Source: an optimization exercise on an open RTL-to-GDS flow (aim: small area and a short achievable clock period). Production flows keep margins and buffers that such runs may drop.
Only simulation tests tie the RTL to the original design; equivalence was not proved.
Power is estimated from default activity; no workload was simulated.

===== flow/config.mk =====
export PLATFORM = sky130hd
export DESIGN_NAME = tcp_rx_top
export DESIGN_NICKNAME = tcp_rx_top
export VERILOG_FILES = /design/flow/design.v
export SDC_FILE = /design/flow/constraint.sdc
export NUM_CORES = 4
export LEC_CHECK = 0
export CAP_MARGIN = 20
export CORE_MARGIN = 2
export CORE_UTILIZATION = 60
export SLEW_MARGIN = 20

===== flow/standard.sh =====
#!/bin/bash
# synth_recipe.tcl (not shown) runs the flow's synth.tcl, then flattens the netlist and writes it again
# the make line also repeats each setting of config.mk as NAME=value (left out here)
make -C /OpenROAD-flow-scripts/flow DESIGN_CONFIG=/design/flow/config.mk WORK_HOME=/design/flow/orfs CLKGATE_MAP_FILE= SYNTH_SCRIPT=/design/flow/synth_recipe.tcl "${@:-finish}"

===== flow/constraint.sdc =====
create_clock -name core_clock -period 10.5 [get_ports {aclk}]
set_input_delay 2.1000 -clock core_clock [delete_from_list [all_inputs] [get_ports {aclk}]]
set_output_delay 2.1000 -clock core_clock [all_outputs]
set_load 0.01 [all_outputs]

===== flow/design.v =====
`default_nettype none
package tcp_rx_pkg;
    localparam int data_bytes = 8;
    typedef logic [8*data_bytes-1:0] beat_t;
    localparam logic [15:0] ethertype_ipv4    = 16'h0800;
    localparam logic [7:0]  ip_proto_tcp      = 8'd6;
    localparam logic [3:0]  ipv4_ihl          = 4'd5;
    localparam int          eth_hdr_bytes     = 14;
    localparam int          ip_hdr_bytes      = 20;
    localparam int          tcp_min_hdr_bytes = 20;
    localparam int flag_fin = 0;
    localparam int flag_syn = 1;
    localparam int flag_rst = 2;
    localparam int flag_ack = 4;
    typedef struct packed {
        logic [31:0] src_mac_tail;
        logic [15:0] ethertype;
        logic [3:0]  version;
        logic [3:0]  ihl;
        logic [7:0]  tos;
    } hdr_b1_t;
    typedef struct packed {
        logic [15:0] total_len;
        logic [15:0] ident;
        logic [15:0] frag;
        logic [7:0]  ttl;
        logic [7:0]  protocol;
    } hdr_b2_t;
    typedef struct packed {
        logic [15:0] ip_csum;
        logic [31:0] src_ip;
        logic [15:0] dst_ip_head;
    } hdr_b3_t;
    typedef struct packed {
        logic [15:0] dst_ip_tail;
        logic [15:0] src_port;
        logic [15:0] dst_port;
        logic [15:0] seq_head;
    } hdr_b4_t;
    typedef struct packed {
        logic [15:0] seq_tail;
        logic [31:0] ack_num;
        logic [3:0]  data_off;
        logic [3:0]  rsvd;
        logic [7:0]  flags;
    } hdr_b5_t;
    typedef union packed {
        hdr_b1_t b1;
        hdr_b2_t b2;
        hdr_b3_t b3;
        hdr_b4_t b4;
        hdr_b5_t b5;
    } hdr_beat_t;
endpackage
`default_nettype wire
`default_nettype none
module tcp_rx_top #(
    parameter logic [47:0] board_mac  = 48'h02_00_c0_a8_0a_0a,
    parameter logic [15:0] local_port = 16'h0024
) (
    input  wire                                 aclk,
    input  wire                                 areset,
    input  wire tcp_rx_pkg::beat_t              in_tdata,
    input  wire [tcp_rx_pkg::data_bytes-1:0]    in_tkeep,
    input  wire                                 in_tvalid,
    input  wire                                 in_tlast,
    output logic                                in_tready,
    input  wire                                 established,
    input  wire [31:0]                          expected_seq,
    output tcp_rx_pkg::beat_t                   out_tdata,
    output logic [tcp_rx_pkg::data_bytes-1:0]   out_tkeep,
    output logic                                out_tlast,
    output logic                                out_tvalid,
    input  wire                                 out_tready,
    output logic                                seg_valid,
    output logic                                seg_syn,
    output logic                                seg_fin,
    output logic                                seg_ack,
    output logic                                seg_rst,
    output logic [31:0]                         seg_seq,
    output logic [31:0]                         seg_ack_num,
    output logic [47:0]                         peer_mac,
    output logic [31:0]                         peer_ip,
    output logic [15:0]                         peer_port,
    output logic [15:0]                         peer_window,
    output logic [15:0]                         seg_payload_len
);
    function automatic logic [7:0] lane(input logic [63:0] d, input int i);
        lane = d[8*i +: 8];
    endfunction
    logic        can_load;
    logic        fire;
    logic [2:0]  bc;         
    logic        hdr_ok;     
    logic [15:0] len_q;      
    logic [2:0]  t_lo;       
    logic [12:0] q;          
    logic [15:0] tq;         
    logic        act;        
    logic        pre;        
    logic [2:0]  sc;         
    logic        m0;         
    logic        flush_q;
    logic [47:0] prev_q;     
    logic [2:0]  kc;         
    assign can_load  = !out_tvalid || out_tready;
    assign in_tready = can_load;
    assign fire      = in_tvalid && can_load;
    logic [3:0]  doff;
    logic [7:0]  flags;
    logic        mac_ok, type_ok, proto_ok, port_ok;
    logic        seq_ok, len_ok;
    logic        accept;
    logic [15:0] tl_in;
    assign doff  = in_tdata[55:52];
    assign tl_in = {lane(in_tdata, 0), lane(in_tdata, 1)};
    assign flags = lane(in_tdata, 7);
    assign mac_ok   = {lane(in_tdata, 0), lane(in_tdata, 1), lane(in_tdata, 2),
                       lane(in_tdata, 3), lane(in_tdata, 4), lane(in_tdata, 5)} == board_mac;
    assign type_ok  = {lane(in_tdata, 4), lane(in_tdata, 5)} == tcp_rx_pkg::ethertype_ipv4
                      && in_tdata[51:48] == tcp_rx_pkg::ipv4_ihl;
    assign proto_ok = lane(in_tdata, 7) == tcp_rx_pkg::ip_proto_tcp;
    assign port_ok  = {lane(in_tdata, 4), lane(in_tdata, 5)} == local_port;
    assign seq_ok   = {seg_seq[31:16], lane(in_tdata, 0), lane(in_tdata, 1)} == expected_seq;
    assign tq       = {q, len_q[2:0]};
    assign len_ok   = (tq[15:7] != '0 || tq[6:0] > {1'b0, doff, 2'b00} + 7'd4) && tq < 16'd65506;
    assign accept = hdr_ok && established && flags[tcp_rx_pkg::flag_ack]
                    && !flags[tcp_rx_pkg::flag_fin] && doff >= 4'd5 && seq_ok && len_ok;
    logic [2:0]  ll;         
    logic        wend;       
    logic [7:0]  hmask;
    logic [7:0]  v;          
    logic [2:0]  e;          
    logic [2:0]  diff;       
    logic        sp;         
    logic        fl;         
    logic        skip;
    logic        seg_end;
    logic        lw;
    assign t_lo  = {len_q[2] ^ ~m0, len_q[1:0]};
    assign ll    = t_lo + 3'd5;
    assign wend  = q[12:2] == '0 && q[1:0] == ((t_lo >= 3'd3) ? 2'd1 : 2'd2);
    always_comb begin
        for (int i = 0; i < 8; i++) begin
            hmask[i] = !wend || (3'(i) <= ll);
        end
    end
    assign v = in_tkeep & hmask;
    assign e[0] = ~v[1] | (v[2] & ~v[3]) | (v[4] & ~v[5]) | (v[6] & ~v[7]);
    assign e[1] = (v[1] & ~v[3]) | (v[5] & ~v[7]);
    assign e[2] = v[3] & ~v[7];
    assign diff = e + {~m0, 2'b10};
    assign sp   = m0 ? v[6] : v[2];
    assign fl   = m0 ? v[5] : v[1];
    assign skip = pre && sc != 3'd0;
    assign seg_end = pre ? (sp && (wend || in_tlast)) : (wend || in_tlast);
    assign lw      = act && !skip && (seg_end || (!pre && fl));
    always_ff @(posedge aclk) begin
        if (areset) begin
            bc         <= '0;
            seg_valid  <= 1'b0;
            out_tvalid <= 1'b0;
            flush_q    <= 1'b0;
            act        <= 1'b0;
        end else begin
            seg_valid  <= fire && in_tlast && bc[2] && bc[1] && hdr_ok;
            out_tvalid <= !can_load || flush_q || (in_tvalid && lw);
            if (can_load) begin
                flush_q <= in_tvalid && act && !pre && seg_end && sp;
            end
            if (fire) begin
                if (in_tlast) begin
                    bc <= '0;
                end else if (bc != 3'd7) begin
                    bc <= bc + 3'd1;
                end
                if (bc == 3'd5) begin
                    act <= accept && !in_tlast;
                end else if (in_tlast || (!skip && seg_end)) begin
                    act <= 1'b0;
                end
            end
        end
    end
    always_ff @(posedge aclk) begin
        if (bc == 3'd2) begin
            q <= tl_in[15:3];
        end else if (fire) begin
            q <= q - 13'd1;
        end
        if (fire) begin
            prev_q <= in_tdata[63:16];
            if (bc == 3'd5) begin
                pre <= 1'b1;
                sc  <= doff[3:1] - 3'd2;
            end else if (act && pre) begin
                if (sc == 3'd0) begin
                    pre <= 1'b0;
                end else begin
                    sc <= sc - 3'd1;
                end
            end else if (act && seg_end && sp) begin
                sc <= diff;
            end
        end
        if (can_load) begin
            if (pre) begin
                out_tdata <= m0 ? {in_tdata[47:0], in_tdata[63:48]} : {in_tdata[15:0], in_tdata[63:16]};
            end else begin
                out_tdata <= m0 ? {in_tdata[47:0], prev_q[47:32]} : {in_tdata[15:0], prev_q};
            end
            out_tlast <= flush_q || (seg_end && !(!pre && sp));
            kc        <= flush_q ? sc : ((!pre && fl) ? 3'd0 : diff);
        end
    end
    always_comb begin
        for (int i = 0; i < 8; i++) begin
            out_tkeep[i] = i == 0 || kc == 3'd0 || 3'(i) < kc;
        end
    end
    always_ff @(posedge aclk) begin
        if (in_tvalid) begin
            case (bc)
                3'd0: hdr_ok <= mac_ok;
                3'd1: hdr_ok <= hdr_ok && type_ok;
                3'd2: hdr_ok <= hdr_ok && proto_ok;
                3'd4: hdr_ok <= hdr_ok && port_ok;
                default: begin
                end
            endcase
        end
        case (bc)
            3'd0: begin
                peer_mac[47:32] <= {lane(in_tdata, 6), lane(in_tdata, 7)};
            end
            3'd1: begin
                peer_mac[31:0] <= {lane(in_tdata, 0), lane(in_tdata, 1),
                                   lane(in_tdata, 2), lane(in_tdata, 3)};
            end
            3'd3: begin
                peer_ip <= {lane(in_tdata, 2), lane(in_tdata, 3),
                            lane(in_tdata, 4), lane(in_tdata, 5)};
            end
            3'd4: begin
                peer_port      <= {lane(in_tdata, 2), lane(in_tdata, 3)};
                seg_seq[31:16] <= {lane(in_tdata, 6), lane(in_tdata, 7)};
            end
            3'd5: begin
                seg_seq[15:0] <= {lane(in_tdata, 0), lane(in_tdata, 1)};
                seg_ack_num   <= {lane(in_tdata, 2), lane(in_tdata, 3),
                                  lane(in_tdata, 4), lane(in_tdata, 5)};
                seg_fin       <= flags[tcp_rx_pkg::flag_fin];
                seg_syn       <= flags[tcp_rx_pkg::flag_syn];
                seg_rst       <= flags[tcp_rx_pkg::flag_rst];
                seg_ack       <= flags[tcp_rx_pkg::flag_ack];
                m0            <= doff[0];
            end
            3'd6: begin
                peer_window <= {lane(in_tdata, 0), lane(in_tdata, 1)};
            end
            default: begin
            end
        endcase
    end
    always_ff @(posedge aclk) begin
        if (bc == 3'd2) begin
            len_q[2:0] <= tl_in[2:0];
        end
        if (fire && bc == 3'd5) begin
            len_q[15:2] <= tq[15:2] + {10'h3ff, ~doff};
        end
    end
    assign seg_payload_len = len_q;
endmodule
`default_nettype wire

===== flow/flow/in_tready.tcl =====
# Give the in_tready port a gate of its own, out_tready | !out_tvalid, so the
# port path is input buffer -> one gate -> output buffer and does not share a
# node with the internal can_load fanout. The logic function is unchanged.
set block [ord::get_db_block]
set bt_rdy [$block findBTerm in_tready]
set bt_otr [$block findBTerm out_tready]
set bt_otv [$block findBTerm out_tvalid]
set port_net [$bt_rdy getNet]
set int_net [odb::dbNet_create $block "can_load_int"]
foreach it [$port_net getITerms] {
  $it disconnect
  $it connect $int_net
}
set master [[ord::get_db] findMaster sky130_fd_sc_hd__nand2b_1]
set gate [odb::dbInst_create $block $master "in_tready_gate"]
[$gate findITerm A_N] connect [$bt_otr getNet]
[$gate findITerm B] connect [$bt_otv getNet]
[$gate findITerm Y] connect $port_net
puts "in_tready: own gate [$gate getName] on net [$port_net getName]; internal loads on [$int_net getName]"

===== flow/flow/run.sh =====
#!/bin/bash
# The standard ORFS layout (standard.sh), with these changes:
#  - port buffers are buf_1 (the resizer may upsize them) instead of the
#    resizer's default pick;
#  - before floorplanning, in_tready gets a gate of its own (in_tready.tcl);
#  - adders are left to ABC (no ADDER_MAP_FILE), registers are unchanged;
#  - clock tree: clkbuf_4 buffers, small clusters, no dummy load cells.
# Each tool's output is in orfs/logs/; make's own output goes to standard_flow.log.
set -euo pipefail
here=$(pwd)
export BUFFER_PORTS_ARGS="-buffer_cell sky130_fd_sc_hd__buf_1"
export SETUP_SLACK_MARGIN=6.0
export PRE_FLOORPLAN_TCL="$here/flow/in_tready.tcl"
export ADDER_MAP_FILE=
export CTS_ARGS="-sink_clustering_enable -repair_clock_nets -dont_use_dummy_load -buf_list sky130_fd_sc_hd__clkbuf_4 -sink_clustering_size 9 -sink_clustering_max_diameter 60"
bash standard.sh > standard_flow.log 2>&1

==> flow_metrics.env, run 1 <==
export IMPL_status="no timing/DRC/antenna violations"
export IMPL_clkTransAtPathRegs_ns=0.09
export IMPL_r2r_cells=8
export IMPL_cts_root_buf="clkbuf_4"
export IMPL_syn_instance_count=859
export IMPL_grt_overflow_total=0
export IMPL_cp_startpoint="out_tready"
export IMPL_die_w_microns=154
export IMPL_clk_path_buf_depth=3
export IMPL_synthesis_area_sq_um=13500
export IMPL_drv_cap=0
export IMPL_clk_latency_ns=0.67
export IMPL_period_minus_slack_ns=4.53
export IMPL_detail_route_antenna_nets=0
export IMPL_drive_gt1_frac=0.108
export IMPL_syn_to_final_growth_pct=16.3
export IMPL_maxSlewViolCount=0
export IMPL_wl_mm=34.5
export IMPL_cp_arrival_ns=2.43
export IMPL_worstSetupPathType="in -> out"
export IMPL_p_per_area_nw_per_um2=149
export IMPL_final_common_cell="buf_1"
export IMPL_numPortBuffers=379
export IMPL_cp_max_fo=2
export IMPL_reg2reg_to="sc[2]"
export IMPL_slew_headroom=0.351
export IMPL_grt_pass1_wl_mm=51.6
export IMPL_tns_ns=0
export IMPL_dr_first_iter_drc_count=718
export IMPL_r2r_start="m0"
export IMPL_max_freq_mhz=221
export IMPL_n_fill_cell=1564
export IMPL_yosys_warnings=1
export IMPL_wl_per_cell_microns=22.3
export IMPL_cts_buffers=43
export IMPL_viasPerCell=5.72
export IMPL_syn_nets=969
export IMPL_r2r_slack_ns=7.37
export IMPL_dp_cells=1500
export IMPL_vias=8836
export IMPL_post_route_period_util=0.432
export IMPL_timing_hold_violations_final=0
export IMPL_min_path_type="reg -> reg"
export IMPL_ioPinCount=382
export IMPL_rsz0062_at_grt="yes"
export IMPL_whs_path_depth=2
export IMPL_syn_area_per_cell_sq_um=15.7
export IMPL_p_leak_nw=5.04
export IMPL_first_pass_iters=5
export IMPL_ir_worst_vdd_mv=0.117
export IMPL_final_cell_mix="377 x buf_1, 331 x edfxtp_1, 76 x nand2_1, 70 x o21ai_0, 49 x mux2_2"
export IMPL_final_cells=1546
export IMPL_numClockSinks=338
export IMPL_skew_ns=0.0721
export IMPL_cts_tree="yes"
export IMPL_holdWs_ns=0.586
export IMPL_min_to="flush_q"
export IMPL_nets=1376
export IMPL_grt_usage=0.291
export IMPL_start_util=0.614
export IMPL_drc=0
export IMPL_die_area_sq_um=23700
export IMPL_core_area_sq_um=22000
export IMPL_routabilityCongestion=0.848
export IMPL_end_kind="output pin"
export IMPL_htreeDepth=2
export IMPL_antenna_found_initial=2
export IMPL_tightest_slew_ns=0.974
export IMPL_dieHeight_microns=154
export IMPL_grt_pass1_vias=8569
export IMPL_required_ns=8.40
export IMPL_std_cell_rows=54
export IMPL_grt_max_degree=69
export IMPL_hpwl_mm=24.0
export IMPL_hp_start="flush_q"
export IMPL_start_kind="primary input"
export IMPL_finalSetupViolCount=0
[per-layer routing]
metal | vias up | global-route usage | routed length (microns)
li1 | 4077 | - | -
met1 | 4281 | 0.385 | 13600
met2 | 421 | 0.482 | 16800
met3 | 57 | 0.0820 | 3240
met4 | 0 | 0.0806 | 820
met5 | - | 0 | 0
[layout make-up]
class                           count  area, sq um  area share
Sequential cell                   338        10100       0.643
Timing Repair Buffer              400         1620       0.103
Multi-Input combinational cell    471         3250       0.207
Inverter                           12         56.3     0.00359
Tap cell                          280          350      0.0223
Antenna cell                        2         5.00    0.000319
Clock buffer                       43          323      0.0206
[worst max-delay path by stage]
stage / to
after floorplan: act
after global placement: len_q[12]
after detailed placement: len_q[12]
after CTS: in_tready
after global routing: in_tready
final: in_tready
[state kept, by name (all words and copies together) (netlist names), 13 cells and up]
register,count
len_q,16
out_tdata,64
peer_ip,32
peer_mac,48
peer_port,16
peer_window,16
prev_q,48
q,13
seg_ack_num,32
seg_seq,32
[power by group]
group          internal (mW)  total [mW]  leakage [nW]  switching, mW
clock network          0.189       0.584         0.198          0.395
logic                 0.0685       0.191          1.61          0.122
registers               1.53        1.56          3.23         0.0289
[through the flow]
step | area, sq um | utilization | setup WS (ns) | total power, mW
floorplan | 13500 | - | 5.16 | 1.69
global placement | 15300 | 0.697 | 5.80 | 1.78
CTS | 15700 | 0.714 | 5.97 | 2.35
detailed placement | 15300 | 0.698 | 5.76 | 1.78
global route | 15700 | 0.714 | 5.96 | 2.42
finish | 15700 | 0.714 | 5.97 | 2.34
[worst max-delay path: stages]
cell	delay, ns
buf_8	0.09
nand2b_4	0.13
buf_6	0.11
[repair_timing]
item                                    4_1_cts  5_1_grt
pin swaps                                     0        0
gates resized for setup                       7        0
buffers inserted                              1        0
endpoints found under the setup margin        1        1
hold buffers                                  0        0
==> run 2, diff against run 1 <==
--- a/flow/flow/run.sh
+++ b/flow/flow/run.sh
@@ -9,7 +9,7 @@
 set -euo pipefail
 here=$(pwd)
 export BUFFER_PORTS_ARGS="-buffer_cell sky130_fd_sc_hd__buf_1"
-export SETUP_SLACK_MARGIN=6.0
+export SETUP_SLACK_MARGIN=6.2
 export PRE_FLOORPLAN_TCL="$here/flow/in_tready.tcl"
 export ADDER_MAP_FILE=
 export CTS_ARGS="-sink_clustering_enable -repair_clock_nets -dont_use_dummy_load -buf_list sky130_fd_sc_hd__clkbuf_4 -sink_clustering_size 9 -sink_clustering_max_diameter 60"
--- a/flow/config.mk
+++ b/flow/config.mk
@@ -7,5 +7,5 @@
 export LEC_CHECK = 0
 export CAP_MARGIN = 20
 export CORE_MARGIN = 2
-export CORE_UTILIZATION = 60
+export CORE_UTILIZATION = 40
 export SLEW_MARGIN = 20
==> run 2 against run 1 <==
  * Sequential share of layout area shrank 0.78 points
  * Flip-flop and latch count unchanged
  * First-iteration DRC count decreased by 16%
  * Cell area grew 1.2%
  * Worst setup slack lost 0.0052 ns
  * Worst hold slack got worse by 0.023 ns
  * Die area rose by 49%
  * Critical path depth stayed put
==> flow_metrics.env, run 2 <==
export IMPL_final_cells=1715
export IMPL_wl_per_cell_microns=22.3
export IMPL_ioPinCount=382
export IMPL_drv_cap=0
export IMPL_grt_overflow_total=0
export IMPL_status="no timing/DRC/antenna violations"
export IMPL_timing_hold_violations_final=0
export IMPL_grt_pass1_wl_mm=55.0
export IMPL_syn_instance_count=859
export IMPL_p_per_area_nw_per_um2=148
export IMPL_r2r_slack_ns=7.43
export IMPL_clkTransAtPathRegs_ns=0.10
export IMPL_cts_root_buf="clkbuf_4"
export IMPL_rsz0062_at_grt="yes"
export IMPL_die_w_microns=188
export IMPL_grt_max_degree=61
export IMPL_cts_tree="yes"
export IMPL_wl_mm=38.3
export IMPL_p_leak_nw=5.04
export IMPL_numClockSinks=338
export IMPL_combPwrFrac=0.083
export IMPL_worstSetupPathType="in -> out"
export IMPL_n_fill_cell=3045
export IMPL_holdWs_ns=0.563
export IMPL_maxSlewViolCount=0
export IMPL_syn_area_per_cell_sq_um=15.7
export IMPL_core_area_sq_um=33400
export IMPL_dr_first_iter_drc_count=600
export IMPL_final_cell_mix="377 x buf_1, 331 x edfxtp_1, 76 x nand2_1, 70 x o21ai_0, 49 x mux2_2"
export IMPL_clkPwrFrac=0.254
export IMPL_grt_pass1_vias=8499
export IMPL_dieHeight_microns=188
export IMPL_cp_max_fo=2
export IMPL_clk_latency_ns=0.72
export IMPL_yosys_warnings=1
export IMPL_final_common_cell="buf_1"
export IMPL_end_kind="output pin"
export IMPL_finalSetupViolCount=0
export IMPL_die_area_sq_um=35200
export IMPL_top_register="out_tdata"
export IMPL_drive_gt1_frac=0.108
export IMPL_skew_ns=0.0625
export IMPL_dp_cells=1667
export IMPL_internal_power_mw=1.79
export IMPL_slew_headroom=0.346
export IMPL_required_ns=8.40
export IMPL_cts_buffers=43
export IMPL_ctsHoldBuffers=0
export IMPL_switchingPower_mw=0.563
export IMPL_clk_path_buf_depth=3
export IMPL_setup_ws_ns=5.96
export IMPL_drc=0
export IMPL_reg2reg_to="sc[0]"
export IMPL_r2r_cells=7
export IMPL_syn_to_final_growth_pct=17.7
export IMPL_tns_ns=0
export IMPL_grt_usage=0.212
export IMPL_tightest_slew_ns=0.981
export IMPL_p_sw_frac=0.239
export IMPL_start_util=0.404
export IMPL_first_pass_iters=5
export IMPL_post_route_period_util=0.432
export IMPL_htreeDepth=2
export IMPL_viasPerCell=5.17
export IMPL_crit_path_end="in_tready"
export IMPL_synthesis_area_sq_um=13500
export IMPL_seqPwrFrac=0.664
export IMPL_cp_startpoint="out_tready"
export IMPL_syn_nets=969
export IMPL_hpwl_mm=26.1
export IMPL_ir_worst_vdd_mv=0.0858
export IMPL_min_path_type="reg -> reg"
export IMPL_std_cell_rows=67
export IMPL_nets=1376
export IMPL_r2r_start="q[9]"
export IMPL_top_regs="out_tdata (64), peer_mac (48), prev_q (48)"
export IMPL_routabilityCongestion=0.794
export IMPL_numPortBuffers=379
export IMPL_detail_route_antenna_nets=0
export IMPL_dp_slack_ns=5.79
export IMPL_period_minus_slack_ns=4.54
export IMPL_max_freq_mhz=220
export IMPL_start_kind="primary input"
export IMPL_largest_reg_flops=64
export IMPL_cp_arrival_ns=2.44
export IMPL_antenna_found_initial=4
export IMPL_vias=8865
-- run 2: cell count changes in the layout (fill, tap and decap cells not counted) --
| cell | delta |
|---|---|
| diode_2 | +1 |
| inv_2 | +1 |
| clkinv_1 | -1 |
| buf_16 | -1 |
| buf_4 | +1 |
-- run 2: power by group through the flow --
stage          combinational, mW  clock (mW)  sequential (mW)
2_1_floorplan             0.0920           0             1.59
6_report                   0.195       0.598             1.56
3_5_place_dp               0.195           0             1.59
5_1_grt                    0.214       0.667             1.57
3_3_place_gp               0.192           0             1.59
4_1_cts                    0.196       0.620             1.56
-- run 2: worst max-delay path: stages --
cell      delay [ns]
buf_8           0.09
nand2b_4        0.13
buf_6           0.12
-- run 2: worst min-delay path by stage --
stage                       start      end  slack (ns)  depth (start not counted)
after floorplan             sc[2]    kc[2]        0.53                          2
after CTS                 flush_q  flush_q        0.56                          2
after global placement    flush_q  flush_q        0.54                          2
after detailed placement  flush_q  flush_q        0.55                          2
after global routing      flush_q  flush_q        0.62                          2
final                     flush_q  flush_q        0.56                          2
-- run 2: final cells by class --
class | instances | area (sq um) | share of cell area
timing repair buffer | 400 | 1600 | 0.101
antenna | 3 | 7.51 | 0.000473
inverter | 12 | 56.3 | 0.00355
multi-input combinational | 471 | 3250 | 0.205
clock buffer | 43 | 323 | 0.0203
tap | 448 | 561 | 0.0353
sequential | 338 | 10100 | 0.635
-- run 2: through the flow --
| step | util | area, sq um | total power [mW] |
|---|---|---|---|
| finish | 0.476 | 15900 | 2.36 |
| global route | 0.476 | 15900 | 2.45 |
| CTS | 0.475 | 15900 | 2.38 |
| detailed placement | 0.465 | 15500 | 1.79 |
| global placement | 0.465 | 15500 | 1.78 |
| floorplan | - | 13500 | 1.69 |
-- run 2: timing repair --
item | 4_1_cts | 5_1_grt
gates resized for setup | 7 | 0
buffers inserted | 1 | 1
endpoints found under the setup margin | 1 | 1
-- run 2: metal layers --
metal / GRT usage / wire [microns]
met1: 0.278 / 16000
met2: 0.347 / 18000
met3: 0.0591 / 3310
met4: 0.0600 / 881
met5: 0 / 0
==> run 3, diff against run 2 <==
--- a/flow/flow/run.sh
+++ b/flow/flow/run.sh
@@ -9,7 +9,7 @@
 set -euo pipefail
 here=$(pwd)
 export BUFFER_PORTS_ARGS="-buffer_cell sky130_fd_sc_hd__buf_1"
-export SETUP_SLACK_MARGIN=6.2
+export SETUP_SLACK_MARGIN=6.0
 export PRE_FLOORPLAN_TCL="$here/flow/in_tready.tcl"
 export ADDER_MAP_FILE=
 export CTS_ARGS="-sink_clustering_enable -repair_clock_nets -dont_use_dummy_load -buf_list sky130_fd_sc_hd__clkbuf_4 -sink_clustering_size 9 -sink_clustering_max_diameter 60"
--- a/flow/config.mk
+++ b/flow/config.mk
@@ -5,6 +5,7 @@
 export SDC_FILE = /design/flow/constraint.sdc
 export NUM_CORES = 4
 export LEC_CHECK = 0
+export ABC_AREA = 1
 export CAP_MARGIN = 20
 export CORE_MARGIN = 2
 export CORE_UTILIZATION = 40
==> run 3 against run 2 <==
  * Still clean on timing, DRC and antenna
  * Synthesized cell count increased by 20%
  * Count of clock-buffer cells in the layout increased by 1
  * Via count increased by 7.6%
  * Clock skew decreased by 0.0059 ns
  * Core utilization decreased by 0.22 points
  * Total power increased by 0.64%
  * Flip-flop and latch count unchanged
  * Worst hold slack got worse by 0.059 ns
  * Critical path type unchanged
  * Highest routed layer unchanged
==> flow_metrics.env, run 3 <==
export IMPL_clk_latency_ns=0.65
export IMPL_cp_arrival_ns=2.45
export IMPL_detail_route_antenna_nets=0
export IMPL_p_leak_nw=5.46
export IMPL_setup_ws_ns=5.95
export IMPL_routabilityCongestion=0.866
export IMPL_clk_path_buf_depth=3
export IMPL_cp_max_fo=2
export IMPL_syn_instance_count=1028
export IMPL_clkTransAtPathRegs_ns=0.10
export IMPL_max_freq_mhz=220
export IMPL_finalSetupViolCount=0
export IMPL_drv_cap=0
export IMPL_maxSlewViolCount=0
export IMPL_n_fill_cell=3129
export IMPL_core_area_sq_um=33400
export IMPL_required_ns=8.40
export IMPL_top_regs="out_tdata (64), peer_mac (48), prev_q (48)"
export IMPL_syn_to_final_growth_pct=17.4
export IMPL_worstSetupPathType="in -> out"
export IMPL_ctsHoldBuffers=0
export IMPL_dieHeight_microns=187
export IMPL_synthesis_area_sq_um=13500
export IMPL_grt_usage=0.223
export IMPL_cts_tree="yes"
export IMPL_cts_buffers=44
export IMPL_tns_ns=0
export IMPL_grt_pass1_vias=9157
export IMPL_top_register="out_tdata"
export IMPL_end_kind="output pin"
export IMPL_syn_area_per_cell_sq_um=13.1
export IMPL_rsz0062_at_grt="yes"
export IMPL_antenna_found_initial=1
export IMPL_nets=1545
export IMPL_numClockSinks=338
export IMPL_wl_per_cell_microns=21.4
export IMPL_yosys_warnings=1
export IMPL_timing_hold_violations_final=0
export IMPL_viasPerCell=5.07
export IMPL_final_cell_mix="378 x buf_1, 331 x edfxtp_1, 159 x nand2_1, 98 x o21ai_0, 85 x inv_1"
export IMPL_post_route_period_util=0.434
export IMPL_drc=0
export IMPL_drive_gt1_frac=0.0719
export IMPL_min_path_type="reg -> reg"
export IMPL_hpwl_mm=28.6
export IMPL_start_kind="primary input"
export IMPL_dp_slack_ns=5.42
export IMPL_start_util=0.403
export IMPL_skew_ns=0.0566
export IMPL_grt_overflow_total=0
export IMPL_p_per_area_nw_per_um2=150
export IMPL_cts_root_buf="clkbuf_4"
export IMPL_final_common_cell="buf_1"
export IMPL_wl_mm=40.3
export IMPL_numPortBuffers=379
export IMPL_dr_first_iter_drc_count=615
export IMPL_grt_max_degree=90
export IMPL_htreeDepth=2
export IMPL_std_cell_rows=67
export IMPL_tightest_slew_ns=1.02
export IMPL_largest_reg_flops=64
export IMPL_die_area_sq_um=35100
export IMPL_die_w_microns=187
export IMPL_report_power_total_mw=2.37
export IMPL_syn_nets=1138
export IMPL_ir_worst_vdd_mv=0.0996
export IMPL_slew_headroom=0.317
export IMPL_ioPinCount=382
export IMPL_grt_pass1_wl_mm=58.0
export IMPL_holdWs_ns=0.504
export IMPL_period_minus_slack_ns=4.55
export IMPL_status="no timing/DRC/antenna violations"
export IMPL_vias=9539
export IMPL_first_pass_iters=5
==> run 3: final timing paths <==
check,slack (ns),end,cells past startpoint,start
setup reg to reg,6.97,act,11,bc[2]
setup / recovery,5.95,in_tready,3,out_tready
hold reg to reg,0.50,act,2,act
hold / removal,0.50,act,2,act
==> run 3: per-stage QoR <==
stage	cell area, sq um	std cells	utilization
2_1_floorplan	13500	1028	-
3_3_place_gp	15400	1835	0.462
3_5_place_dp	15400	1835	0.462
4_1_cts	15800	1879	0.472
5_1_grt	15800	1882	0.474
6_report	15800	1883	0.474
==> run 3: timing repair <==
action,4_1_cts,5_1_grt
endpoints found under the setup margin,1,5
hold endpoints to repair,0,0
buffers inserted,0,1
gates resized for setup,0,3
==> run 3: critical path, cell delays in order <==
cell      delay, ns
buf_1          0.08
nand2b_1       0.13
buf_2          0.14
==> run 3: cell type report <==
class                   count  area (sq um)  area share
inverters                  99           385      0.0244
diodes                      2          5.00    0.000317
clock buffers              44           330      0.0209
well taps                 448           561      0.0355
repair buffers            389          1510      0.0956
flip-flops and latches    338         10100       0.638
multi-input cells         563          2930       0.185
==> run 3: report_power, final <==
part | total, mW | switching, mW | internal [mW]
sequential | 1.56 | 0.0263 | 1.54
combinational | 0.207 | 0.149 | 0.0583
clock | 0.601 | 0.408 | 0.193
total | 2.37 | 0.584 | 1.79
==> run 3: routing by layer <==
layer / wire length, microns / share of wire / GRT usage / vias to the layer above
met5: 0 / 0 / 0 / -
met4: 1240 / 0.031 / 0.0766 / 0
met3: 3160 / 0.078 / 0.0490 / 70
met2: 19300 / 0.48 / 0.372 / 418
met1: 16600 / 0.41 / 0.289 / 4551
li1: - / - / - / 4500
==> run 4, diff against run 3 <==
--- a/flow/config.mk
+++ b/flow/config.mk
@@ -5,7 +5,6 @@
 export SDC_FILE = /design/flow/constraint.sdc
 export NUM_CORES = 4
 export LEC_CHECK = 0
-export ABC_AREA = 1
 export CAP_MARGIN = 20
 export CORE_MARGIN = 2
 export CORE_UTILIZATION = 40
==> run 4 against run 3 <==
  * Still clean
  * Sequential power about the same
  * Area after synthesis up 0.18%
  * Synthesized cell count down 16%
==> flow_metrics.env, run 4 <==
export IMPL_switchingPower_mw=0.563
export IMPL_dr_first_iter_drc_count=600
export IMPL_cts_tree="yes"
export IMPL_r2r_start="q[9]"
export IMPL_internal_power_mw=1.79
export IMPL_min_path_type="reg -> reg"
export IMPL_ir_worst_vdd_mv=0.0858
export IMPL_syn_to_final_growth_pct=17.7
export IMPL_grt_pass1_wl_mm=55.0
export IMPL_finalSetupViolCount=0
export IMPL_combPwrFrac=0.083
export IMPL_first_pass_iters=5
export IMPL_numPortBuffers=379
export IMPL_clk_latency_ns=0.72
export IMPL_dp_cells=1667
export IMPL_final_common_cell="buf_1"
export IMPL_clkPwrFrac=0.254
export IMPL_worstSetupPathType="in -> out"
export IMPL_std_cell_rows=67
export IMPL_htreeDepth=2
export IMPL_grt_max_degree=61
export IMPL_syn_nets=969
export IMPL_timing_hold_violations_final=0
export IMPL_drc=0
export IMPL_hpwl_mm=26.1
export IMPL_syn_instance_count=859
export IMPL_wl_per_cell_microns=22.3
export IMPL_viasPerCell=5.17
export IMPL_grt_overflow_total=0
export IMPL_tightest_slew_ns=0.981
export IMPL_cts_buffers=43
export IMPL_final_cells=1715
export IMPL_grt_usage=0.212
export IMPL_routabilityCongestion=0.794
export IMPL_period_minus_slack_ns=4.54
export IMPL_cp_max_fo=2
export IMPL_core_area_sq_um=33400
export IMPL_die_w_microns=188
export IMPL_tns_ns=0
export IMPL_yosys_warnings=1
export IMPL_hp_start="flush_q"
export IMPL_start_util=0.404
export IMPL_cp_startpoint="out_tready"
export IMPL_synthesis_area_sq_um=13500
export IMPL_ioPinCount=382
export IMPL_post_route_period_util=0.432
export IMPL_wl_met1_mm=16.0
export IMPL_wl_met2_mm=18.0
export IMPL_seqPwrFrac=0.664
export IMPL_p_leak_nw=5.04
export IMPL_rsz0062_at_grt="yes"
export IMPL_r2r_cells=7
export IMPL_drive_gt1_frac=0.108
export IMPL_end_kind="output pin"
export IMPL_nets=1376
export IMPL_reg2reg_to="sc[0]"
export IMPL_skew_ns=0.0625
export IMPL_die_area_sq_um=35200
export IMPL_detail_route_antenna_nets=0
export IMPL_slew_headroom=0.346
export IMPL_dieHeight_microns=188
export IMPL_cts_root_buf="clkbuf_4"
export IMPL_drv_cap=0
export IMPL_min_to="flush_q"
export IMPL_p_per_area_nw_per_um2=148
export IMPL_start_kind="primary input"
export IMPL_whs_path_depth=2
export IMPL_top_register="out_tdata"
export IMPL_clkTransAtPathRegs_ns=0.10
export IMPL_r2r_slack_ns=7.43
export IMPL_final_cell_mix="377 x buf_1, 331 x edfxtp_1, 76 x nand2_1, 70 x o21ai_0, 49 x mux2_2"
export IMPL_maxSlewViolCount=0
export IMPL_syn_area_per_cell_sq_um=15.7
export IMPL_max_freq_mhz=220
export IMPL_clk_path_buf_depth=3
export IMPL_numClockSinks=338
export IMPL_required_ns=8.40
export IMPL_grt_pass1_vias=8499
export IMPL_top_regs="out_tdata (64), peer_mac (48), prev_q (48)"
export IMPL_wl_met3_mm=3.31
export IMPL_wl_mm=38.3
export IMPL_antenna_found_initial=4
export IMPL_vias=8865
export IMPL_top_layer_used="met4"
export IMPL_p_sw_frac=0.239
export IMPL_status="no timing/DRC/antenna violations"
export IMPL_largest_reg_flops=64
export IMPL_cp_arrival_ns=2.44
-- run 4: what timing repair did --
action                                  in CTS  in global routing
endpoints found under the setup margin       1                  1
cloned                                       0                  0
gates resized for setup                      7                  0
hold buffers                                 0                  0
setup buffers                                1                  1
-- run 4: stage by stage --
stage	area [sq um]	power [mW]	worst slack, ns	hold WS (ns)	util
floorplan	13500	1.69	5.16	0.532	-
global placement	15500	1.78	5.82	0.542	0.465
detailed placement	15500	1.79	5.79	0.551	0.465
CTS	15900	2.38	5.96	0.565	0.475
global route	15900	2.45	5.96	0.621	0.476
finish	15900	2.36	5.96	0.563	0.476
-- run 4: power groups by stage --
stage | Clock, mW | Combinational, mW | Sequential, mW
after floorplan | 0 | 0.0920 | 1.59
after global placement | 0 | 0.192 | 1.59
after detailed placement | 0 | 0.195 | 1.59
after CTS | 0.620 | 0.196 | 1.56
after global routing | 0.667 | 0.214 | 1.57
final | 0.598 | 0.195 | 1.56
-- run 4: cell type report --
class	instances	area, sq um
diodes	3	7.51
clock buffers	43	323
fillers	3045	17500
inverters	12	56.3
multi-input cells	471	3250
flip-flops and latches	338	10100
well taps	448	561
repair buffers	400	1600
-- run 4: metal layers --
metal,global-route usage,up-vias
met5,0,-
met2,0.347,408
met3,0.0591,52
met4,0.0600,0
li1,-,4078
met1,0.278,4327
-- run 4: how the worst max path moves through the flow --
| stage | to | slack, ns | cells after the start |
|---|---|---|---|
| 6_report | in_tready | 5.96 | 3 |
| 3_3_place_gp | len_q[12] | 5.82 | 8 |
| 2_1_floorplan | act | 5.16 | 10 |
| 5_1_grt | in_tready | 5.96 | 3 |
| 3_5_place_dp | len_q[12] | 5.79 | 8 |
| 4_1_cts | in_tready | 5.96 | 3 |
-- run 4: worst max-delay path, cell delays in order --
cell and delay [ns]:
buf_8 0.09, nand2b_4 0.13, buf_6 0.12
==> run 5, diff against run 4 <==
--- a/flow/config.mk
+++ b/flow/config.mk
@@ -8,4 +8,5 @@
 export CAP_MARGIN = 20
 export CORE_MARGIN = 2
 export CORE_UTILIZATION = 40
+export GPL_TIMING_DRIVEN = 0
 export SLEW_MARGIN = 20
==> run 5 against run 4 <==
  * Die area unchanged
  * Routed wire length up 7.9%
  * Worst hold slack better by 0.043 ns
  * Still clean on timing, DRC and antenna
  * Clock skew up 0.0056 ns
  * Combinational power up 9%
  * First-iteration DRC count up 20%
  * Critical path depth unchanged
  * Non-clock buffer count up 30
  * Via count up 2.3%
==> flow_metrics.env, run 5 <==
export IMPL_syn_area_per_cell_sq_um=15.7
export IMPL_post_route_period_util=0.433
export IMPL_worstSetupPathType="in -> out"
export IMPL_ir_worst_vdd_mv=0.0925
export IMPL_holdWs_ns=0.605
export IMPL_grt_util_met1=0.306
export IMPL_whs_path_depth=2
export IMPL_drive_gt1_frac=0.105
export IMPL_core_area_sq_um=33400
export IMPL_top_register="out_tdata"
export IMPL_grt_busiest_layer="met2"
export IMPL_min_to="out_tdata[15]"
export IMPL_required_ns=8.40
export IMPL_hpwl_mm=28.8
export IMPL_ctsHoldBuffers=0
export IMPL_grt_pass1_vias=8858
export IMPL_final_cells=1746
export IMPL_cts_root_buf="clkbuf_4"
export IMPL_cts_buffers=44
export IMPL_drv_cap=0
export IMPL_tightest_slew_ns=0.952
export IMPL_cpPeakStageDelay_ns=0.13
export IMPL_yosys_warnings=1
export IMPL_dp_cells=1698
export IMPL_final_common_cell="buf_1"
export IMPL_wl_per_cell_microns=23.6
export IMPL_final_cell_mix="382 x buf_1, 331 x edfxtp_1, 76 x nand2_1, 70 x o21ai_0, 49 x mux2_2"
export IMPL_max_freq_mhz=220
export IMPL_use_met3=0.0561
export IMPL_path_delay_family="buffers and inverters"
export IMPL_die_area_sq_um=35200
export IMPL_start_util=0.404
export IMPL_wl_mm=41.3
export IMPL_min_path_type="reg -> reg"
export IMPL_cp_max_fo=2
export IMPL_numClockSinks=338
export IMPL_syn_instance_count=859
export IMPL_grt_util_met2=0.374
export IMPL_drc=0
export IMPL_synthesis_area_sq_um=13500
export IMPL_status="no timing/DRC/antenna violations"
export IMPL_clk_path_buf_depth=3
export IMPL_start_kind="primary input"
export IMPL_clkTransAtPathRegs_ns=0.11
export IMPL_end_kind="output pin"
export IMPL_std_cell_rows=67
export IMPL_top_regs="out_tdata (64), peer_mac (48), prev_q (48)"
export IMPL_dieHeight_microns=188
export IMPL_timing_hold_violations_final=0
export IMPL_r2r_cells=8
export IMPL_report_power_total_mw=2.38
export IMPL_grt_max_degree=62
export IMPL_skew_ns=0.0681
export IMPL_maxSlewViolCount=0
export IMPL_rsz0062_at_grt="yes"
export IMPL_ioPinCount=382
export IMPL_tns_ns=0
export IMPL_p_per_area_nw_per_um2=148
export IMPL_hp_start="prev_q[15]"
export IMPL_dr_first_iter_drc_count=719
export IMPL_detail_route_antenna_nets=0
export IMPL_cpMaxStageDelayCell="nand2b_4"
export IMPL_cts_tree="yes"
export IMPL_die_w_microns=188
export IMPL_grt_usage=0.228
export IMPL_slew_headroom=0.365
export IMPL_r2r_start="q[9]"
export IMPL_htreeDepth=2
export IMPL_grt_pass1_wl_mm=58.9
export IMPL_p_leak_nw=5.10
export IMPL_cp_arrival_ns=2.45
export IMPL_syn_to_final_growth_pct=19.3
export IMPL_reg2reg_to="kc[0]"
export IMPL_antenna_found_initial=3
export IMPL_numPortBuffers=378
export IMPL_vias=9068
export IMPL_n_fill_cell=3021
export IMPL_r2r_slack_ns=7.26
export IMPL_largest_reg_flops=64
export IMPL_syn_nets=969
export IMPL_clk_latency_ns=0.71
export IMPL_period_minus_slack_ns=4.55
export IMPL_viasPerCell=5.19
export IMPL_routabilityCongestion=0.821
export IMPL_crit_chain="buf_8 > nand2b_4 > buf_6"
export IMPL_nets=1408
export IMPL_finalSetupViolCount=0
export IMPL_first_pass_iters=5
export IMPL_grt_overflow_total=0
export IMPL_crit_buf_inv=2
## run 5: cell types whose count changed in the layout (fill, tap and decap cells not counted), sizes merged
| cell | change |
|---|---|
| clkbuf | +30 |
| buf | +1 |
| clkinv | +1 |
| clkinvlp | +1 |
| diode | -1 |
| inv | -1 |
## run 5: worst reg2reg max path, stage by stage (launching register included)
cell       delay, ns
edfxtp_1        0.38
clkbuf_1        0.23
nor4_1          0.49
nand3_1         0.26
a2111oi_4       0.52
a21o_2          0.23
a21oi_1         0.06
nor4_1          0.61
o31ai_1         0.15
## run 5: per-layer routing
| layer | part of all wire | up-vias |
|---|---|---|
| li1 | - | 4136 |
| met1 | 0.42 | 4440 |
| met2 | 0.48 | 437 |
| met3 | 0.084 | 55 |
| met4 | 0.020 | 0 |
| met5 | 0 | - |
## run 5: report_power, final
group | switching, mW | internal (mW) | total [mW]
sequential | 0.0176 | 1.53 | 1.55
combinational | 0.142 | 0.0705 | 0.212
clock | 0.426 | 0.193 | 0.619
## run 5: worst max-delay path by stage
stage | start | cells after the start | end | slack [ns]
finish | out_tready | 3 | in_tready | 5.95
floorplan | out_tready | 10 | act | 5.16
global placement | out_tready | 11 | act | 3.29
global route | out_tready | 3 | in_tready | 5.95
detailed placement | out_tready | 11 | act | 5.46
CTS | out_tready | 3 | in_tready | 5.97
## run 5: final cells by class
type / count / area (sq um) / area share
multi-input combinational: 471 / 3250 / 0.202
tap: 448 / 561 / 0.0348
timing repair buffer: 392 / 1640 / 0.102
timing repair inverter: 1 / 5.00 / 0.000311
clock buffer: 44 / 330 / 0.0205
buffer: 38 / 149 / 0.00925
inverter: 12 / 61.3 / 0.00381
antenna: 2 / 5.00 / 0.000311
sequential: 338 / 10100 / 0.627
## run 5: metrics by stage
step,setup WS [ns],util,cell area (sq um)
6_report,5.95,0.482,16100
5_1_grt,5.95,0.482,16100
4_1_cts,5.97,0.482,16100
3_5_place_dp,5.46,0.471,15700
3_3_place_gp,3.29,0.464,15500
2_1_floorplan,5.16,-,13500
## run 5: timing repair
action                     4_1_cts  5_1_grt
buffers inserted                 1        0
pin swaps                        0        0
setup endpoints to repair        1        2
gates cloned                     0        1
hold endpoints to repair         0        0
resized for setup                6        0
==> run 6, diff against run 5 <==
==> flow/config.mk (replaced) <==
export PLATFORM = sky130hd
export DESIGN_NAME = tcp_rx_top
export DESIGN_NICKNAME = tcp_rx_top
export VERILOG_FILES = /design/flow/design.v
export SDC_FILE = /design/flow/constraint.sdc
export NUM_CORES = 4
export LEC_CHECK = 0
export CAP_MARGIN = 5
export CORE_MARGIN = 2
export CORE_UTILIZATION = 40
export SLEW_MARGIN = 5
==> run 6 against run 5 <==
  * Non-clock buffer count down 30
  * Clock skew down 0.0056 ns
  * Worst hold slack worse by 0.043 ns
  * Die area unchanged
  * Routed wire length down 7.3%
  * Critical endpoint unchanged
  * Register-to-register slack better by 0.17 ns
  * Synthesized cell count unchanged
  * Still clean
  * Worst setup slack better by 0.0050 ns
  * Cell area down 1.3%
  * Count of clock-buffer cells in the layout down 1
  * Critical path type unchanged
  * Sequential share of layout area up 0.83 points
==> flow_metrics.env, run 6 <==
export IMPL_grt_max_degree=61
export IMPL_seq_area_sq_um=10100
export IMPL_slew_headroom=0.346
export IMPL_start_util=0.404
export IMPL_final_cells=1715
export IMPL_tns_ns=0
export IMPL_cpPeakStageDelay_ns=0.13
export IMPL_p_leak_nw=5.04
export IMPL_nets=1376
export IMPL_tightest_slew_ns=0.981
export IMPL_die_w_microns=188
export IMPL_finalInstanceArea_sq_um=15900
export IMPL_yosys_warnings=1
export IMPL_r2r_slack_ns=7.43
export IMPL_status="no timing/DRC/antenna violations"
export IMPL_end_kind="output pin"
export IMPL_crit_buf_inv=2
export IMPL_numClockSinks=338
export IMPL_vias=8865
export IMPL_rsz0062_at_grt="yes"
export IMPL_whs_path_depth=2
export IMPL_worstSetupPathType="in -> out"
export IMPL_detail_route_antenna_nets=0
export IMPL_syn_nets=969
export IMPL_min_to="flush_q"
export IMPL_period_minus_slack_ns=4.54
export IMPL_max_freq_mhz=220
export IMPL_syn_to_final_growth_pct=17.7
export IMPL_numPortBuffers=379
export IMPL_wl_per_cell_microns=22.3
export IMPL_ioPinCount=382
export IMPL_final_cell_mix="377 x buf_1, 331 x edfxtp_1, 76 x nand2_1, 70 x o21ai_0, 49 x mux2_2"
export IMPL_routabilityCongestion=0.794
export IMPL_wl_mm=38.3
export IMPL_drive_gt1_frac=0.108
export IMPL_r2r_cells=7
export IMPL_post_route_period_util=0.432
export IMPL_die_area_sq_um=35200
export IMPL_start_kind="primary input"
export IMPL_required_ns=8.40
export IMPL_reg2reg_to="sc[0]"
export IMPL_cts_root_buf="clkbuf_4"
export IMPL_viasPerCell=5.17
export IMPL_grt_usage=0.212
export IMPL_finalSetupViolCount=0
export IMPL_hp_start="flush_q"
export IMPL_htreeDepth=2
export IMPL_std_cell_rows=67
export IMPL_syn_area_per_cell_sq_um=15.7
export IMPL_drv_cap=0
export IMPL_core_area_sq_um=33400
export IMPL_r2r_start="q[9]"
export IMPL_maxSlewViolCount=0
export IMPL_ir_worst_vdd_mv=0.0858
export IMPL_first_pass_iters=5
export IMPL_largest_reg_flops=64
export IMPL_synthesis_area_sq_um=13500
export IMPL_p_per_area_nw_per_um2=148
export IMPL_cts_buffers=43
export IMPL_timing_hold_violations_final=0
export IMPL_min_path_type="reg -> reg"
export IMPL_multi_input_area_sq_um=3250
export IMPL_cpMaxStageDelayCell="nand2b_4"
export IMPL_final_common_cell="buf_1"
export IMPL_drc=0
export IMPL_cp_max_fo=2
export IMPL_dieHeight_microns=188
export IMPL_cp_arrival_ns=2.44
export IMPL_placed_area_sq_um=15500
export IMPL_cts_tree="yes"
export IMPL_grt_pass1_vias=8499
export IMPL_clk_latency_ns=0.72
export IMPL_path_delay_family="buffers and inverters"
export IMPL_syn_instance_count=859
export IMPL_antenna_found_initial=4
export IMPL_top_register="out_tdata"
export IMPL_skew_ns=0.0625
export IMPL_n_fill_cell=3045
export IMPL_clkTransAtPathRegs_ns=0.10
export IMPL_clk_path_buf_depth=3
export IMPL_crit_chain="buf_8 > nand2b_4 > buf_6"
export IMPL_dr_first_iter_drc_count=600
export IMPL_grt_pass1_wl_mm=55.0
export IMPL_top_regs="out_tdata (64), peer_mac (48), prev_q (48)"
export IMPL_hpwl_mm=26.1
export IMPL_dp_cells=1667
export IMPL_grt_overflow_total=0
==> run 6: worst min-delay path: cells and delay by family, from the launching register on <==
kind	cells	cell delay, ns
flip-flops	1	0.39
AND/OR/NAND/NOR	1	0.08
AO/OA/AOI/OAI	1	0.05
==> run 6: layer usage <==
layer / global-route usage / wire, microns / vias up
met1: 0.278 / 16000 / 4327
met2: 0.347 / 18000 / 408
met4: 0.0600 / 881 / 0
met5: 0 / 0 / -
li1: - / - / 4078
met3: 0.0591 / 3310 / 52
==> run 6: how the worst max path moves through the flow <==
stage | from | to | slack [ns] | cells past startpoint
global placement | in_tdata[52] | len_q[12] | 5.82 | 8
floorplan | out_tready | act | 5.16 | 10
global route | out_tready | in_tready | 5.96 | 3
finish | out_tready | in_tready | 5.96 | 3
CTS | out_tready | in_tready | 5.96 | 3
detailed placement | in_tdata[52] | len_q[12] | 5.79 | 8
==> run 6: area by class of cell <==
class / count / share of cell area
sequential: 338 / 0.635
multi-input combinational: 471 / 0.205
timing repair buffer: 400 / 0.101
tap: 448 / 0.0353
clock buffer: 43 / 0.0203
inverter: 12 / 0.00355
antenna: 3 / 0.000473
==> run 6: repair_timing <==
item / 4_1_cts / 5_1_grt
hold buffers: 0 / 0
setup buffers: 1 / 1
endpoints found under the setup margin: 1 / 1
resized for setup: 7 / 0
endpoints found under the hold margin: 0 / 0
==> run 6: where the power goes <==
group | total [mW] | internal, mW | leakage, nW | switching, mW
clock network | 0.598 | 0.189 | 0.198 | 0.409
logic | 0.195 | 0.0684 | 1.61 | 0.126
registers | 1.56 | 1.53 | 3.23 | 0.0281
==> run 6: through the flow <==
| stage | hold slack [ns] | total power [mW] | worst slack, ns | utilization |
|---|---|---|---|---|
| 4_1_cts | 0.565 | 2.38 | 5.96 | 0.475 |
| 2_1_floorplan | 0.532 | 1.69 | 5.16 | - |
| 5_1_grt | 0.621 | 2.45 | 5.96 | 0.476 |
| 6_report | 0.563 | 2.36 | 5.96 | 0.476 |
| 3_3_place_gp | 0.542 | 1.78 | 5.82 | 0.465 |
| 3_5_place_dp | 0.551 | 1.79 | 5.79 | 0.465 |
==> run 7, diff against run 6 <==
==> flow/flow/run.sh (replaced) <==
#!/bin/bash
# The standard ORFS layout (standard.sh), with these changes:
#  - synthesis leaves adders to ABC (no ADDER_MAP_FILE); registers are unchanged;
#  - after floorplanning, the combinational logic is resynthesized for area
#    (restructure.tcl) and in_tready gets a gate of its own (in_tready.tcl);
#  - port buffers are buf_1 (the resizer may upsize them) instead of the
#    resizer's default pick;
#  - clock tree: clkbuf_4 buffers, small clusters, no dummy load cells.
# Each tool's output is in orfs/logs/; make's own output goes to standard_flow.log.
set -euo pipefail
here=$(pwd)
mkdir -p "$here/restructure"
export FLOW_FLOW_DIR="$here/flow"
export RESTRUCTURE_WORK_DIR="$here/restructure"
export ADDER_MAP_FILE=
export POST_FLOORPLAN_TCL="$here/flow/restructure.tcl"
export BUFFER_PORTS_ARGS="-buffer_cell sky130_fd_sc_hd__buf_1"
export SETUP_SLACK_MARGIN=6.0
export CTS_ARGS="-sink_clustering_enable -repair_clock_nets -dont_use_dummy_load -buf_list sky130_fd_sc_hd__clkbuf_4 -sink_clustering_size 9 -sink_clustering_max_diameter 60"
bash standard.sh > standard_flow.log 2>&1
==> flow/flow/restructure.tcl (new file) <==
# After floorplanning: resynthesize the combinational logic for area with
# OpenROAD's restructure (ABC), registers untouched; then give in_tready its
# own gate (in_tready.tcl), which the restructure would otherwise merge away.
set_dont_use $::env(DONT_USE_CELLS)
report_design_area
restructure -target area -liberty_file $::env(LIB_FILES) \
  -tielo_port $::env(TIELO_CELL_AND_PORT) -tiehi_port $::env(TIEHI_CELL_AND_PORT) \
  -work_dir $::env(RESTRUCTURE_WORK_DIR) -abc_logfile $::env(RESTRUCTURE_WORK_DIR)/abc.log
report_design_area
source $::env(FLOW_FLOW_DIR)/in_tready.tcl
--- a/flow/config.mk
+++ b/flow/config.mk
@@ -5,7 +5,7 @@
 export SDC_FILE = /design/flow/constraint.sdc
 export NUM_CORES = 4
 export LEC_CHECK = 0
-export CAP_MARGIN = 5
+export CAP_MARGIN = 20
 export CORE_MARGIN = 2
 export CORE_UTILIZATION = 40
-export SLEW_MARGIN = 5
+export SLEW_MARGIN = 20
==> run 7 against run 6 <==
  * Highest routed layer unchanged
  * Worst hold slack worse by 0.023 ns
  * Via count rose by 7.8%
  * Die area about the same
  * Still clean on timing, DRC and antenna
  * Non-clock buffer count did not move
  * Combinational power is essentially flat
  * Cell count rose by 1.6%
  * Cell area is 2.8% lower
  * Clock power is 3.5% higher
  * Critical path type unchanged
  * Count of clock-buffer cells in the layout up 3
==> flow_metrics.env, run 7 <==
export IMPL_wl_per_cell_microns=23.8
export IMPL_syn_instance_count=858
export IMPL_final_common_cell="buf_1"
export IMPL_p_per_area_nw_per_um2=154
export IMPL_clk_latency_ns=0.70
export IMPL_r2r_slack_ns=6.26
export IMPL_maxSlewViolCount=0
export IMPL_grt_pass1_wl_mm=59.1
export IMPL_top_regs="out_tdata (64), peer_mac (48), prev_q (48)"
export IMPL_routabilityCongestion=0.903
export IMPL_grt_usage=0.229
export IMPL_hp_start="flush_q"
export IMPL_cpPeakStageDelay_ns=0.14
export IMPL_cts_buffers=46
export IMPL_tightest_slew_ns=0.930
export IMPL_drc=0
export IMPL_cts_root_buf="clkbuf_4"
export IMPL_dieHeight_microns=188
export IMPL_grt_busiest_layer="met2"
export IMPL_die_area_sq_um=35200
export IMPL_worstSetupPathType="in -> out"
export IMPL_final_core_util=0.463
export IMPL_hpwl_mm=28.6
export IMPL_crit_buf_inv=2
export IMPL_timing_hold_violations_final=0
export IMPL_post_route_period_util=0.433
export IMPL_skew_ns=0.0746
export IMPL_antenna_found_initial=1
export IMPL_top_register="out_tdata"
export IMPL_viasPerCell=5.48
export IMPL_yosys_area_top_type="edfxtp_1"
export IMPL_first_pass_iters=5
export IMPL_syn_to_final_growth_pct=14.5
export IMPL_nets=1406
export IMPL_path_delay_family="buffers and inverters"
export IMPL_start_kind="primary input"
export IMPL_numClockSinks=338
export IMPL_required_ns=8.40
export IMPL_synth_most_common_cell="edfxtp_1"
export IMPL_reg2reg_to="sc[2]"
export IMPL_period_minus_slack_ns=4.54
export IMPL_use_met3=0.0627
export IMPL_synthesis_area_sq_um=13500
export IMPL_detail_route_antenna_nets=0
export IMPL_drv_cap=0
export IMPL_std_cell_rows=67
export IMPL_syn_nets=968
export IMPL_cp_arrival_ns=2.44
export IMPL_end_kind="output pin"
export IMPL_ys_seq_area_frac=0.748
export IMPL_grt_pass1_vias=9199
export IMPL_wl_mm=41.4
export IMPL_synth_area_leaders="edfxtp_1 74%, mux2_2 4.1%, o21ai_0 2.6%, mux2i_1 2.5%, xor2_1 2.3%"
export IMPL_final_cell_mix="376 x buf_1, 331 x edfxtp_1, 131 x o22ai_1, 107 x clkinv_1, 61 x nor2_1"
export IMPL_slew_headroom=0.380
export IMPL_clkTransAtPathRegs_ns=0.09
export IMPL_drive_gt1_frac=0.0649
export IMPL_tns_ns=0
export IMPL_min_path_type="reg -> reg"
export IMPL_dr_first_iter_drc_count=853
export IMPL_numPortBuffers=379
export IMPL_start_util=0.404
export IMPL_yosys_cell_types_count=60
export IMPL_whs_path_depth=2
export IMPL_cp_max_fo=2
export IMPL_grt_overflow_total=0
export IMPL_grt_util_met1=0.297
export IMPL_async_reset_ff_frac=0
export IMPL_core_area_sq_um=33400
export IMPL_vias=9553
export IMPL_status="no timing/DRC/antenna violations"
export IMPL_ioPinCount=382
export IMPL_ctsHoldBuffers=0
export IMPL_clk_path_buf_depth=3
export IMPL_finalSetupViolCount=0
export IMPL_cpMaxStageDelayCell="buf_2"
export IMPL_yosys_warnings=1
export IMPL_max_freq_mhz=220
export IMPL_die_w_microns=188
export IMPL_rsz0062_at_grt="yes"
export IMPL_final_cells=1743
export IMPL_dp_cells=1694
export IMPL_p_leak_nw=4.79
export IMPL_min_to="flush_q"
export IMPL_crit_chain="buf_1 > nand2b_1 > buf_2"
export IMPL_synth_seq_cells=338
export IMPL_r2r_cells=16
export IMPL_htreeDepth=2
export IMPL_ys_flop_type="edfxtp_1"
export IMPL_syn_area_per_cell_sq_um=15.7
export IMPL_cts_tree="yes"
export IMPL_synth_common_cells="331 x edfxtp_1, 77 x nand2_1, 70 x o21ai_0"
export IMPL_synth_edf_count=331
export IMPL_ir_worst_vdd_mv=0.0953
export IMPL_r2r_start="m0"
export IMPL_grt_util_met2=0.370
export IMPL_grt_max_degree=72
export IMPL_largest_reg_flops=64
export IMPL_synth_top_area_frac=0.737
==> run 7: changes by cell type in the layout (fill, tap and decap cells not counted), moves of 7 or more <==
cell / before / now
a22oi_1: 0 / 7
clkinv_1: 0 / 107
inv_1: 7 / 0
mux2_2: 49 / 0
mux2i_1: 33 / 0
nand2_1: 76 / 20
nor2_1: 31 / 61
nor4_1: 19 / 8
o21ai_0: 70 / 21
o22ai_1: 1 / 131
o2bb2ai_1: 0 / 8
xnor2_1: 23 / 3
xor2_1: 35 / 2
==> run 7: area by class of cell <==
cell class / count / area, sq um
Inverter: 112 / 429
Sequential cell: 338 / 10100
Antenna cell: 1 / 2.50
Clock buffer: 46 / 345
Multi-Input combinational cell: 398 / 2420
Fill cell: 3120 / 17900
Timing Repair Buffer: 400 / 1590
Tap cell: 448 / 561
==> run 7: metrics by stage <==
step | setup slack, ns | hold slack (ns) | area (sq um) | total power, mW
floorplan | 5.11 | 0.532 | 13500 | 1.69
global placement | 5.23 | 0.503 | 15000 | 1.77
detailed placement | 5.16 | 0.506 | 15000 | 1.78
CTS | 5.96 | 0.530 | 15400 | 2.39
global route | 5.95 | 0.570 | 15400 | 2.46
finish | 5.96 | 0.540 | 15400 | 2.37
==> run 7: what timing repair did <==
item	4_1_cts	5_1_grt
gates resized for setup	2	8
gates cloned	0	0
setup buffers	1	1
pin swaps	0	1
endpoints found under the setup margin	2	3
==> run 7: cell families (layout without fill, tap and decap cells) <==
family / after synthesis / after routing / share of synthesized area
AOI/OAI and AO/OA: 128 / 243 / 0.0564
xor gates and xnor gates: 59 / 5 / 0.0397
adders and majority gates: 2 / 0 / 0.00149
buffers and inverters: 50 / 558 / 0.0144
DFF: 338 / 338 / 0.748
muxes: 82 / 0 / 0.0654
other: 1 / 2 / 0.000278
and+or+nand+nor: 198 / 149 / 0.0745
==> run 7: worst reg2reg max path, delay by kind of cell (launching register included) <==
family | cells | cell delay, ns
buf+inv | 6 | 1.61
compound gates | 7 | 1.61
simple gates | 3 | 0.44
flops | 1 | 0.32
==> run 7: report_power, final <==
part           leakage (nW)  switching [mW]  internal [mW]
Clock                 0.212           0.418          0.201
Combinational          1.35           0.140         0.0584
Sequential             3.23          0.0187           1.53
==> run 7: worst max-delay path by stage <==
| stage | slack [ns] | to | cells after the start | startpoint |
|---|---|---|---|---|
| 3_5_place_dp | 5.16 | len_q[15] | 18 | in_tdata[53] |
| 2_1_floorplan | 5.11 | act | 10 | out_tready |
| 4_1_cts | 5.96 | in_tready | 3 | out_tready |
| 3_3_place_gp | 5.23 | len_q[15] | 18 | in_tdata[53] |
| 6_report | 5.96 | in_tready | 3 | out_tready |
| 5_1_grt | 5.95 | in_tready | 3 | out_tready |
==> run 7: metal layers <==
metal  vias to the layer above  share of wire
li1                       4273              -
met1                      4648           0.40
met2                       547           0.47
met3                        85          0.093
met4                         0          0.031
met5                         -              0

-- port drivers added, routing unchanged --
The results above use ideal ports. As a check the final layouts listed here were re-extracted and re-timed, cells and wires unchanged. Step 1 sets driving cells, clkbuf_16 on the clock port and buf_2 on the other inputs (assumed; they add their load-dependent delay and slew). Step 2 times the ports against the registers' clock, not the clock port: input delays grow and output delays shrink by t, the midpoint of the rising clock arrivals with the driver on. Three values: no drivers, after step 1, after step 2; two values: the first two.
run | t, ns | setup slack, ns | clock arrival spread, ns
run 1 | 0.673 | 5.965 / 5.925 / 5.708 | 0.074 / 0.074
run 2 | 0.726 | 5.960 / 5.917 / 5.829 | 0.077 / 0.078
run 3 | 0.673 | 5.947 / 5.926 / 5.656 | 0.077 / 0.077
run 4 | 0.726 | 5.960 / 5.917 / 5.829 | 0.077 / 0.078
run 5 | 0.724 | 5.955 / 5.914 / 5.570 | 0.068 / 0.069
run 6 | 0.726 | 5.960 / 5.917 / 5.829 | 0.077 / 0.078
run 7 | 0.719 | 5.956 / 5.931 / 5.558 | 0.083 / 0.083
After both steps setup and hold are still met in every run listed. The setup slack of run 7, which loses most, moves by -0.025 ns with the drivers and by -0.398 ns with both steps.
